Background: an optimization exercise with open tools, aiming at small area, a short achievable clock period and few clock cycles per item. Do not read the settings as production practice.
At most, simulation tests tie the RTL to the original design; equivalence was not proved.
Power figures rest on the tool's default switching activity, not on a simulated workload.

Setup of v6:
Design multichannel_window_min_max_sum, start of the top module:
module multichannel_window_min_max_sum (
  input  logic                                  clk,
  input  logic                                  rst,
  input  logic                                  in_valid,
  output logic                                  in_stall,
  input  logic [wmms_pkg::SAMPLE_BITS-1:0]      current_sample,
  input  logic [wmms_pkg::SAMPLE_BITS-1:0]      voltage_sample,
  input  logic [wmms_pkg::SAMPLE_BITS-1:0]      reference_sample,
  input  logic [wmms_pkg::SAMPLE_BITS-1:0]      temperature_sample,
  output logic                                  out_valid,
  input  logic                                  out_stall,
  output logic [wmms_pkg::CH_W-1:0]             channel,
  output logic [wmms_pkg::SUM_W-1:0]            window_sum,
  output logic [wmms_pkg::SAMPLE_BITS-1:0]      window_max,
  output logic [wmms_pkg::SAMPLE_BITS-1:0]      window_min,
  output logic [wmms_pkg::CNT_W-1:0]            scan_total,
  output logic                                  last,
  input  logic                                  cfg_valid,
  output logic                                  cfg_ready,
  input  logic [wmms_pkg::CFG_IDX_W-1:0]        cfg_index,
  input  logic [wmms_pkg::CFG_DATA_W-1:0]       cfg_data
);
For scale: roughly 720 flip-flops, roughly 150 I/O pins, about 39000 µm² of cells after synthesis.
clock: 8.0 ns
lec_check: 0
cap_margin: 20
core_margin: 2
core_utilization: 40
cts_buf_list: sky130_fd_sc_hd__clkbuf_4
setup_slack_margin: 5.0
slew_margin: 20
run.sh (not shown) runs the stock make flow with config.mk's settings and CLKGATE_MAP_FILE= SYNTH_SCRIPT=/design/flow/synth_recipe.tcl, a recipe that flattens the netlist after the stock synthesis.
Testbench counts of v6, summed over its fixed seeds: cycles 49,997, scans 49,741.
Setup changes, v6 to v3
- swapping sky130_fd_sc_hd__clkbuf_4 for sky130_fd_sc_hd__clkbuf_8 in CTS_BUF_LIST
Results
Comparing v3 against v6, there is no change at all in compound-cell area share of the yosys netlist.
As of v3, average wire per standard cell had risen by a few percent compared to v6.
The data arrival time at the worst-slack endpoint reported for v3 is greater than that of v6 by 1.87 ns.
v6 -> v3: count of inverters other than clock inverters in the layout delta 0, exact match
As far as global-route usage is concerned, v6 and v3 perform about the same.
Wire length: v3 vs v6 up 0.59%
Logic depth of the worst register-to-register path across v6 and v3: no real change.
Taking v6 as the reference, in v3 worst setup slack grew by 0.22 ns, I/O pin count held steady.
For the clock network fraction of design power, v3 came in 1.2 points lower than v6 did.
In the reports for v6 and v3, the larger final worst-path cycle share belongs to v6.
Input-level comparison between v41 and v3:
- CTS_BUF_LIST removed (was sky130_fd_sc_hd__clkbuf_8)
Notes after the runs:
The flow did not stop early for v41: all stages ran, and the layout cleared the timing, DRC and antenna checks.
Comparing v3 and v41, final worst hold slack is lower on v41.
v41 ends up with a sequential share of layout area that is 1.1 points lower than in v3.
Via count of v41 is on par with v3.
v41 against v3: number of failing setup endpoints in the final timing report held steady, critical path depth grew by 2, final design instance area without fill grew by 1100 µm².
Number of clock buffer instances in the layout in v41 vs v3: down about 28%
When v41 is measured against v3, its fraction of met3 tracks used by global routing turns out 0.21 points lower.
Taking v3 as the reference, in v41 number of cells in the finished layout apart from fillers down 64; proportion of layout cells with a drive suffix above 1 now sits lower.
The following lists how v56 was set up differently from v41:
- swapping 40 for 55 in CORE_UTILIZATION
- putting CTS_BUF_LIST at sky130_fd_sc_hd__clkbuf_8 where nothing was set
## What came out
Comparing v41 and v56, the higher core occupancy in the finished layout was measured on v56. Area share of buffers outside the clock network ended up 0.74 points lower on v56 than on v41. Cmp v56 vs v41: design area lower in v56. Against v41 as the reference, v56 delivers a higher DRC marker count from the first detailed-route iteration. v56 vs. v41: detailed-route wire length fell 1500 µm; area fraction in compound gates after synthesis flat. Between v41 and v56, the flow reports detailed route wirelength on metal3 increasing by more than a quarter. Non-clock buffer count: v56 lower than v41.


## rev 12
multichannel_window_min_max_sum, a different RTL version from the one above (not shown whole).
Size in the first run: about 3400 cells after synthesis, about 700 flip-flops.
==> flow/design.v (excerpt) <==
module multichannel_window_min_max_sum (
  input  logic                                  clk,
  input  logic                                  rst,
  input  logic                                  in_valid,
  output logic                                  in_stall,
  input  logic [wmms_pkg::SAMPLE_BITS-1:0]      current_sample,
  input  logic [wmms_pkg::SAMPLE_BITS-1:0]      voltage_sample,
  input  logic [wmms_pkg::SAMPLE_BITS-1:0]      reference_sample,
  input  logic [wmms_pkg::SAMPLE_BITS-1:0]      temperature_sample,
  output logic                                  out_valid,
  input  logic                                  out_stall,
  output logic [wmms_pkg::CH_W-1:0]             channel,
  output logic [wmms_pkg::SUM_W-1:0]            window_sum,
  output logic [wmms_pkg::SAMPLE_BITS-1:0]      window_max,
  output logic [wmms_pkg::SAMPLE_BITS-1:0]      window_min,
  output logic [wmms_pkg::CNT_W-1:0]            scan_total,
  output logic                                  last,
  input  logic                                  cfg_valid,
  output logic                                  cfg_ready,
  input  logic [wmms_pkg::CFG_IDX_W-1:0]        cfg_index,
  input  logic [wmms_pkg::CFG_DATA_W-1:0]       cfg_data
);
Settings: LEC_CHECK=0, CAP_MARGIN=20, CORE_MARGIN=2, CORE_UTILIZATION=40, SETUP_SLACK_MARGIN=4.8, SLEW_MARGIN=20; clock period 8.0 ns.
Testbench counts of rev 12, summed over its fixed seeds: cycles 49,997, scans 49,741.
The inputs of rev 13 differ from those of rev 12 as listed below.
--- a/flow/config.mk
+++ b/flow/config.mk
@@ -9,4 +9,4 @@
 export CORE_MARGIN = 2
 export CORE_UTILIZATION = 40
-export SETUP_SLACK_MARGIN = 4.8
+export SETUP_SLACK_MARGIN = 5.0
 export SLEW_MARGIN = 20
[summary]
In the flow results for rev 13 and rev 12, the count of clock buffers in the final design is smaller on rev 12. Rev 13 ends up with lower fraction of the cycle the final worst path needs than rev 12 does. First-pass GRT wire length, rev 13 and rev 12, lower one = rev 12. Diff rev 12 -> rev 13 | net switching power | up by a few percent.


multichannel_window_min_max_sum, a different RTL version from the one above (not shown whole).
Size: about 3400 cells after synthesis, about 660 flip-flops, about 150 I/O pins, roughly 37000 µm² of cells after synthesis.
make LEC_CHECK=0 CAP_MARGIN=20 CORE_MARGIN=2 CORE_UTILIZATION=40 CTS_BUF_LIST=sky130_fd_sc_hd__clkbuf_8 SETUP_SLACK_MARGIN=5.0 SLEW_MARGIN=20 TNS_END_PERCENT=30 finish   # period 8.0 ns
The starting point finished clean.
Testbench counts at the start, summed over its fixed seeds: cycles 49,965, scans 49,741.
Change:
Settings changed: CORE_UTILIZATION 40 to 65, TNS_END_PERCENT 30 to not set.
Non-clock buffer count is higher by 50. Synthesized area stays the same. Sequential share of layout area barely changes. Worst setup slack improves by 0.094 ns. Global-route usage is higher by 13 points. Via count is higher by a few percent. Power barely changes. Wire length is higher by a few percent. Cell area hardly moves. Utilization is higher by 29 points. Die area is lower by well over a third.
Change:
Settings changed: CORE_UTILIZATION 65 to 40, CTS_CLUSTER_SIZE set to 24.
The new run finished clean.
Register-to-register slack barely changes.
Power drops by 0.71%.
Cell area climbs by about 1.1%.
Via count drops by about 4.5%.
Synthesized area stays the same.
Final cell count climbs by about 11%.


multichannel_window_min_max_sum, a different RTL version from the one above (not shown whole).
For scale: about 3200 cells after synthesis, ~620 flip-flops, roughly 150 I/O pins, roughly 36000 µm² of cells after synthesis.
clock: 8.0 ns
lec_check: 0
cap_margin: 20
core_margin: 2
core_utilization: 40
cts_buf_list: sky130_fd_sc_hd__clkbuf_8
setup_slack_margin: 5.0
slew_margin: 20
standard.sh (not shown) runs the stock make flow with config.mk's settings and CLKGATE_MAP_FILE= SYNTH_SCRIPT=/design/flow/synth_recipe.tcl, a recipe that flattens the netlist after the stock synthesis.
==> flow/flow/run.sh <==
#!/bin/bash
set -euo pipefail
export BUFFER_PORTS_ARGS="-buffer_cell sky130_fd_sc_hd__buf_2"
export CTS_ARGS="-sink_clustering_enable -repair_clock_nets -root_buf sky130_fd_sc_hd__clkbuf_16 -buf_list {sky130_fd_sc_hd__clkbuf_4 sky130_fd_sc_hd__clkbuf_8} -dont_use_dummy_load"
bash standard.sh > standard.log 2>&1
Testbench counts at the start, summed over its fixed seeds: cycles 50,655, scans 49,741.
Change:
==> flow/flow/run.sh (replaced) <==
#!/bin/bash
set -euo pipefail
export BUFFER_PORTS_ARGS="-buffer_cell sky130_fd_sc_hd__buf_2"
export CTS_ARGS="-sink_clustering_enable -repair_clock_nets -buf_list sky130_fd_sc_hd__clkbuf_8 -dont_use_dummy_load"
bash standard.sh > standard.log 2>&1
- GPL_TIMING_DRIVEN: unset -> 0
Effect:
- synthesized cell count does not change
- worst setup slack improves by 0.044 ns
- sequential share of layout area falls by 0.14 points
- power came out lower slightly
- via count is higher by a few percent
- fmax goes up slightly
- die area stays the same
- cell count rises slightly
- worst hold slack barely changes
- sequential power barely changes
Change:
- GPL_TIMING_DRIVEN: 0 -> unset
What happened: Worst hold slack got worse by 0.024 ns. Maximum frequency climbs slightly. Sequential share of layout area rose by 0.65 points. Wire length went down by a few percent. Design area shrinks slightly. Sequential power is about the same. Combinational power went down slightly. Via count shrinks by a few percent. Area after synthesis does not change. Power falls slightly. Critical path depth goes up by 2.
Change:
- PLACE_DENSITY: unset -> 0.75
Result:
- cell area is about the same
- first-iteration DRC count is higher by 17%
- cell count hardly moves
- combinational power is higher by about 3%
- hold slack is worse by 0.021 ns
- die area is unchanged
- flip-flop and latch count stays the same
- worst setup slack is worse by 0.087 ns


multichannel_window_min_max_sum, a different RTL version from the one above (not shown whole).
Size: ~650 flip-flops, ~38,000 um^2 of cells after synthesis.
clock: 8.0 ns
lec_check: 0
cap_margin: 20
core_margin: 2
core_utilization: 40
setup_slack_margin: 4.6
slew_margin: 20
run.sh (not shown) runs the stock make flow with config.mk's settings and CLKGATE_MAP_FILE= SYNTH_SCRIPT=/design/flow/synth_recipe.tcl, a recipe that flattens the netlist after the stock synthesis.
Stock flow here: none of the scripts above is used.
Change:
- SETUP_SLACK_MARGIN: 4.6 -> 5
Outcome: Global-route usage climbs by 0.51 points; cell count climbs by 1.9%; register-to-register slack is worse by 0.04 ns; clock-buffer cell count drops by 8; die area is unchanged; flip-flop and latch count does not change; power climbs by about 4%; wire length climbs by about 4.5%; fmax drops by 1.1%; sequential share of layout area drops by 1.7 points; design area climbs by about 4%.
No run of this note included a check of the RTL's function; only the layout flow was run.


The RTL this note starts from:
==> flow/design.v <==
package wmms_pkg;
  localparam int SAMPLE_BITS = 12;
  localparam int NUM_CH      = 5;
  localparam int CH_W        = 3;
  localparam int SUM_W       = 28;
  localparam int CNT_W       = 16;
  localparam int CFG_IDX_W   = 2;
  localparam int CFG_DATA_W  = 16;
endpackage
module multichannel_window_min_max_sum (
  input  logic                                  clk,
  input  logic                                  rst,
  input  logic                                  in_valid,
  output logic                                  in_stall,
  input  logic [wmms_pkg::SAMPLE_BITS-1:0]      current_sample,
  input  logic [wmms_pkg::SAMPLE_BITS-1:0]      voltage_sample,
  input  logic [wmms_pkg::SAMPLE_BITS-1:0]      reference_sample,
  input  logic [wmms_pkg::SAMPLE_BITS-1:0]      temperature_sample,
  output logic                                  out_valid,
  input  logic                                  out_stall,
  output logic [wmms_pkg::CH_W-1:0]             channel,
  output logic [wmms_pkg::SUM_W-1:0]            window_sum,
  output logic [wmms_pkg::SAMPLE_BITS-1:0]      window_max,
  output logic [wmms_pkg::SAMPLE_BITS-1:0]      window_min,
  output logic [wmms_pkg::CNT_W-1:0]            scan_total,
  output logic                                  last,
  input  logic                                  cfg_valid,
  output logic                                  cfg_ready,
  input  logic [wmms_pkg::CFG_IDX_W-1:0]        cfg_index,
  input  logic [wmms_pkg::CFG_DATA_W-1:0]       cfg_data
);
  logic [15:0] win_len;
  logic [11:0] offset;
  logic [11:0] neg_off;       
  logic        off_zero;
  assign cfg_ready  = 1'b1;
  assign scan_total = win_len;
  always_ff @(posedge clk) begin
    if (rst) begin
      win_len <= 16'd1008;
      offset  <= 12'd0;
      neg_off  <= 12'd0;
      off_zero <= 1'b1;
    end else if (cfg_valid) begin
      if (cfg_index == 2'd0) win_len <= (cfg_data == 16'd0) ? 16'd1 : cfg_data;
      if (cfg_index == 2'd1) begin
        offset   <= cfg_data[11:0];
        neg_off  <= 12'd0 - cfg_data[11:0];
        off_zero <= (cfg_data[11:0] == 12'd0);
      end
    end
  end
  logic        adv;
  logic [11:0] in_corr [4];    
  logic [3:0]  in_ok;           
  logic [11:0] raw     [4];
  logic [15:0] rem;           
  logic        in_first;      
  logic        in_close;
  logic        accept;
  logic        sk_v, sk_close, sk_first;
  logic [11:0] sk_d [4];
  logic [3:0]  sk_ok;
  logic        src_v, src_close, src_first, enter;
  logic [11:0] src_d [4];
  logic [3:0]  src_ok;
  logic [2:0]  gap;           
  logic        gap_ok;
  assign adv = !(out_valid && out_stall);
  assign raw[0] = current_sample;
  assign raw[1] = voltage_sample;
  assign raw[2] = reference_sample;
  assign raw[3] = temperature_sample;
  always_comb begin
    for (int k = 0; k < 4; k++) begin
      logic [12:0] d;
      d = {1'b0, raw[k]} + {1'b0, neg_off};
      in_corr[k] = d[11:0];
      in_ok[k]   = d[12] || off_zero;
    end
  end
  assign in_stall = sk_v;
  assign accept   = in_valid && !sk_v;
  assign in_close = (rem == 16'd1);
  assign src_v     = sk_v || accept;
  assign src_close = sk_v ? sk_close : in_close;
  assign src_first = sk_v ? sk_first : in_first;
  always_comb begin
    for (int k = 0; k < 4; k++) src_d[k] = sk_v ? sk_d[k] : in_corr[k];
    src_ok = sk_v ? sk_ok : in_ok;
  end
  assign gap_ok = (gap == 3'd5);
  assign enter = adv && src_v && (!src_close || gap_ok);
  always_ff @(posedge clk) begin
    if (rst) begin
      rem      <= 16'd1008;
      in_first <= 1'b1;
      sk_v     <= 1'b0;
      gap      <= 3'd5;
    end else begin
      if (cfg_valid && cfg_index == 2'd0) begin
        rem <= (cfg_data == 16'd0) ? 16'd1 : cfg_data;
      end else if (accept) begin
        rem <= in_close ? win_len : rem - 16'd1;
      end
      if (accept) in_first <= in_close;
      if (sk_v) begin
        if (enter) sk_v <= 1'b0;
      end else if (accept && !enter) begin
        sk_v <= 1'b1;
      end
      if (adv) begin
        if (enter && src_close) gap <= 3'd0;
        else if (!gap_ok)       gap <= gap + 3'd1;
      end
    end
  end
  always_ff @(posedge clk) begin
    if (!sk_v) begin
      sk_close <= in_close;
      sk_first <= in_first;
      sk_ok    <= in_ok;
      for (int k = 0; k < 4; k++) sk_d[k] <= in_corr[k];
    end
  end
  logic [6:0]  p_v;
  logic [6:0]  p_cl;
  logic [5:0]  p_fi;
  logic [11:0] p0_r [4];      
  logic [3:0]  p0_ok;
  logic [11:0] p0_d [4];      
  logic [11:0] p1_d [3];      
  logic [11:0] p2_d [2];      
  logic [11:0] p3_d;          
  logic [11:0] p1_ms, p1_mc, p2_ms, p2_mc, p3_ms, p3_mc, p4_ms, p4_mc;
  logic        p1_mk, p2_mk, p3_mk, p4_mk;
  logic        p1_s, p2_s, p3_s;
  logic [11:0] p1_c0, p2_c0, p3_c0;
  logic [5:0]  p2_v1;         
  logic [2:0]  p3_v1;         
  logic [11:0] p5_pw;
  function automatic logic [25:0] mstep(logic [11:0] ms, logic [11:0] mc,
                                        logic mk, logic cin2,
                                        logic [11:0] x, logic [2:0] g);
    logic [14:0] r0, r1, r2, r3, r4, r5;
    logic [14:0] s1, c1, s2, c2, s3, c3;
    logic [3:0]  lo;
    r0 = {3'd0, ms};
    r1 = {3'd0, mc};
    r2 = {3'd0, x & {12{g[0]}}};
    r3 = {2'd0, x & {12{g[1]}}, cin2};
    r4 = {1'd0, x & {12{g[2]}}, 1'b0, mk};
    s1 = r0 ^ r1 ^ r2;
    c1 = {(r0 & r1) | (r0 & r2) | (r1 & r2), 1'b0};
    s2 = s1 ^ c1 ^ r3;
    c2 = {(s1 & c1) | (s1 & r3) | (c1 & r3), 1'b0};
    s3 = s2 ^ c2 ^ r4;
    c3 = {(s2 & c2) | (s2 & r4) | (c2 & r4), 1'b0};
    lo = {1'b0, s3[2:0]} + {1'b0, c3[2:0]};
    mstep = {s3[14:3], c3[14:3], lo[3], (lo[2:0] != 3'd0)};
  endfunction
  always_comb begin
    for (int k = 0; k < 4; k++) p0_d[k] = p0_r[k] & {12{p0_ok[k]}};
  end
  logic [25:0] ma, mb, mc, md;
  assign ma = mstep(12'd0, 12'd0, 1'b0, 1'b0, p0_d[0], p0_d[1][2:0]);
  assign mb = mstep(p1_ms, p1_mc, p1_mk, 1'b0, p1_c0, p1_d[0][5:3]);
  assign mc = mstep(p2_ms, p2_mc, p2_mk, 1'b0, p2_c0, p2_v1[2:0]);
  assign md = mstep(p3_ms, p3_mc, p3_mk, p3_s, p3_c0, p3_v1);
  always_ff @(posedge clk) begin
    if (rst) begin
      p_v <= '0;
    end else if (adv) begin
      p_v <= {p_v[5:0], enter};
    end
  end
  always_ff @(posedge clk) begin
    if (adv) begin
      p_cl  <= {p_cl[5:0], src_close};
      p_fi  <= {p_fi[4:0], src_first};
      for (int k = 0; k < 4; k++) p0_r[k] <= src_d[k];
      p0_ok <= src_ok;
      for (int k = 0; k < 3; k++) p1_d[k] <= p0_d[k+1];
      for (int k = 0; k < 2; k++) p2_d[k] <= p1_d[k+1];
      p3_d  <= p2_d[1];
      {p1_ms, p1_mc, p1_mk} <= ma[25:1];
      p1_s  <= ma[0];
      p1_c0 <= p0_d[0];
      {p2_ms, p2_mc, p2_mk} <= mb[25:1];
      p2_s  <= p1_s || mb[0];
      p2_c0 <= p1_c0;
      p2_v1 <= p1_d[0][11:6];
      {p3_ms, p3_mc, p3_mk} <= mc[25:1];
      p3_s  <= p2_s || mc[0];
      p3_c0 <= p2_c0;
      p3_v1 <= p2_v1[5:3];
      {p4_ms, p4_mc, p4_mk} <= md[25:1];
      p5_pw <= p4_ms + p4_mc + {11'd0, p4_mk};
    end
  end
  logic [11:0] acc_in [5];
  logic [27:0] a_sum [5];
  logic [11:0] a_max [5];
  logic [11:0] a_min [5];
  assign acc_in[0] = p0_d[0];
  assign acc_in[1] = p1_d[0];
  assign acc_in[2] = p2_d[0];
  assign acc_in[3] = p3_d;
  assign acc_in[4] = p5_pw;
  always_ff @(posedge clk) begin
    for (int c = 0; c < 5; c++) begin
      if (adv && p_v[(c == 4) ? 5 : c]) begin
        if (p_fi[(c == 4) ? 5 : c]) begin
          a_sum[c] <= {16'd0, acc_in[c]};
          a_max[c] <= acc_in[c];
          a_min[c] <= acc_in[c];
        end else begin
          a_sum[c] <= a_sum[c] + {16'd0, acc_in[c]};
          if (acc_in[c] > a_max[c]) a_max[c] <= acc_in[c];
          if (acc_in[c] < a_min[c]) a_min[c] <= acc_in[c];
        end
      end
    end
  end
  logic [4:0] sel;
  always_comb begin
    for (int c = 0; c < 4; c++) sel[c] = p_v[c+1] && p_cl[c+1];
    sel[4] = p_v[6] && p_cl[6];
  end
  always_ff @(posedge clk) begin
    if (rst) begin
      out_valid <= 1'b0;
    end else if (adv) begin
      out_valid <= |sel;
    end
  end
  always_ff @(posedge clk) begin
    if (adv) begin
      channel    <= {sel[4], sel[2] | sel[3], sel[1] | sel[3]};
      last       <= sel[4];
      window_sum <= '0;
      window_max <= '0;
      window_min <= '0;
      for (int c = 0; c < 5; c++) begin
        if (sel[c]) begin
          window_sum <= a_sum[c];
          window_max <= a_max[c];
          window_min <= a_min[c];
        end
      end
    end
  end
endmodule
Settings: LEC_CHECK=0, CAP_MARGIN=20, CORE_MARGIN=2, CORE_UTILIZATION=40, SETUP_SLACK_MARGIN=4.85, SLEW_MARGIN=20; clock period 8.0 ns.
The first run ran to the end with no violations.
Rerun with:
Settings changed: SETUP_SLACK_MARGIN 4.85 to 5.0.
The new run completed without violations. Clock skew fell by 0.0055 ns. Power fell by about 0.55%. Wire length rose by about 0.5%. Die area does not change. Worst setup slack improved by 0.060 ns. Hold slack got worse by 0.0036 ns. Sequential cell count does not change. Global-route usage rose by 0.17 points. Area after synthesis is unchanged. Final cell count rose by 1.2%. Clock power fell by about 4%.
No run of this note included a check of the RTL's function; only the layout flow was run.

re-timing with driven ports:
How much do the figures lean on ideal ports? The routed layouts below were timed once more, with nothing changed but the port constraints. Step 1 sets driving cells, clkbuf_16 on the clock port and buf_2 on the other inputs (assumed; they add their load-dependent delay and slew). Step 2 also shifts input and output timing later by t, the mid clock arrival at the registers, as if the neighbouring blocks saw the same clock. Three values: no drivers, after step 1, after step 2; two values: the first two.
run | shift t [ns] | setup slack, ns | latest minus earliest clock arrival (ns) | slew at the worst register clock pin (ns) | cell pins on the clock port's net
v6 | 1.124 | 4.738 / 4.670 / 3.972 | 0.087 / 0.087 | 0.08 / 0.08 | 1
v3 | 0.815 | 4.955 / 4.990 / 4.175 | 0.044 / 0.044 | 0.07 / 0.07 | 1
v41 | 0.704 | 4.816 / 4.841 / 4.137 | 0.042 / 0.042 | 0.06 / 0.06 | 1
v56 | 0.811 | 4.913 / 4.936 / 4.124 | 0.049 / 0.049 | 0.07 / 0.07 | 1
rev 12 | 0.688 | 4.742 / 4.764 / 4.076 | 0.039 / 0.038 | 0.07 / 0.07 | 1
rev 13 | 0.693 | 4.757 / 4.782 / 4.089 | 0.035 / 0.034 | 0.06 / 0.06 | 1
the first run of note 3 | 0.810 | 4.847 / 4.887 / 4.077 | 0.060 / 0.061 | 0.07 / 0.07 | 1
the second run of note 3 | 0.772 | 4.940 / 4.940 / 4.266 | 0.050 / 0.050 | 0.07 / 0.07 | 1
the third run of note 3 | 0.799 | 4.932 / 4.916 / 4.285 | 0.050 / 0.050 | 0.07 / 0.07 | 1
the first run of note 4 | 0.652 | 4.840 / 4.872 / 4.219 | 0.090 / 0.091 | 0.06 / 0.06 | 1
the second run of note 4 | 0.742 | 4.883 / 4.883 / 4.279 | 0.147 / 0.147 | 0.06 / 0.06 | 1
the third run of note 4 | 0.738 | 4.929 / 4.939 / 4.221 | 0.134 / 0.134 | 0.06 / 0.06 | 1
the fourth run of note 4 | 0.732 | 4.842 / 4.842 / 4.183 | 0.108 / 0.108 | 0.06 / 0.06 | 1
the first run of note 5 | 0.689 | 4.448 / 4.448 / 4.010 | 0.036 / 0.036 | 0.06 / 0.06 | 1
the second run of note 5 | 0.682 | 4.407 / 4.407 / 4.212 | 0.044 / 0.043 | 0.07 / 0.07 | 1
the first run of note 6 | 0.698 | 4.862 / 4.837 / 4.199 | 0.033 / 0.034 | 0.07 / 0.07 | 1
the second run of note 6 | 0.696 | 4.923 / 4.923 / 4.276 | 0.027 / 0.027 | 0.06 / 0.06 | 1
After both steps setup and hold are still met in every run listed. For v56, which loses most, drivers alone change the setup slack by +0.023 ns; drivers and shift together by -0.789 ns.
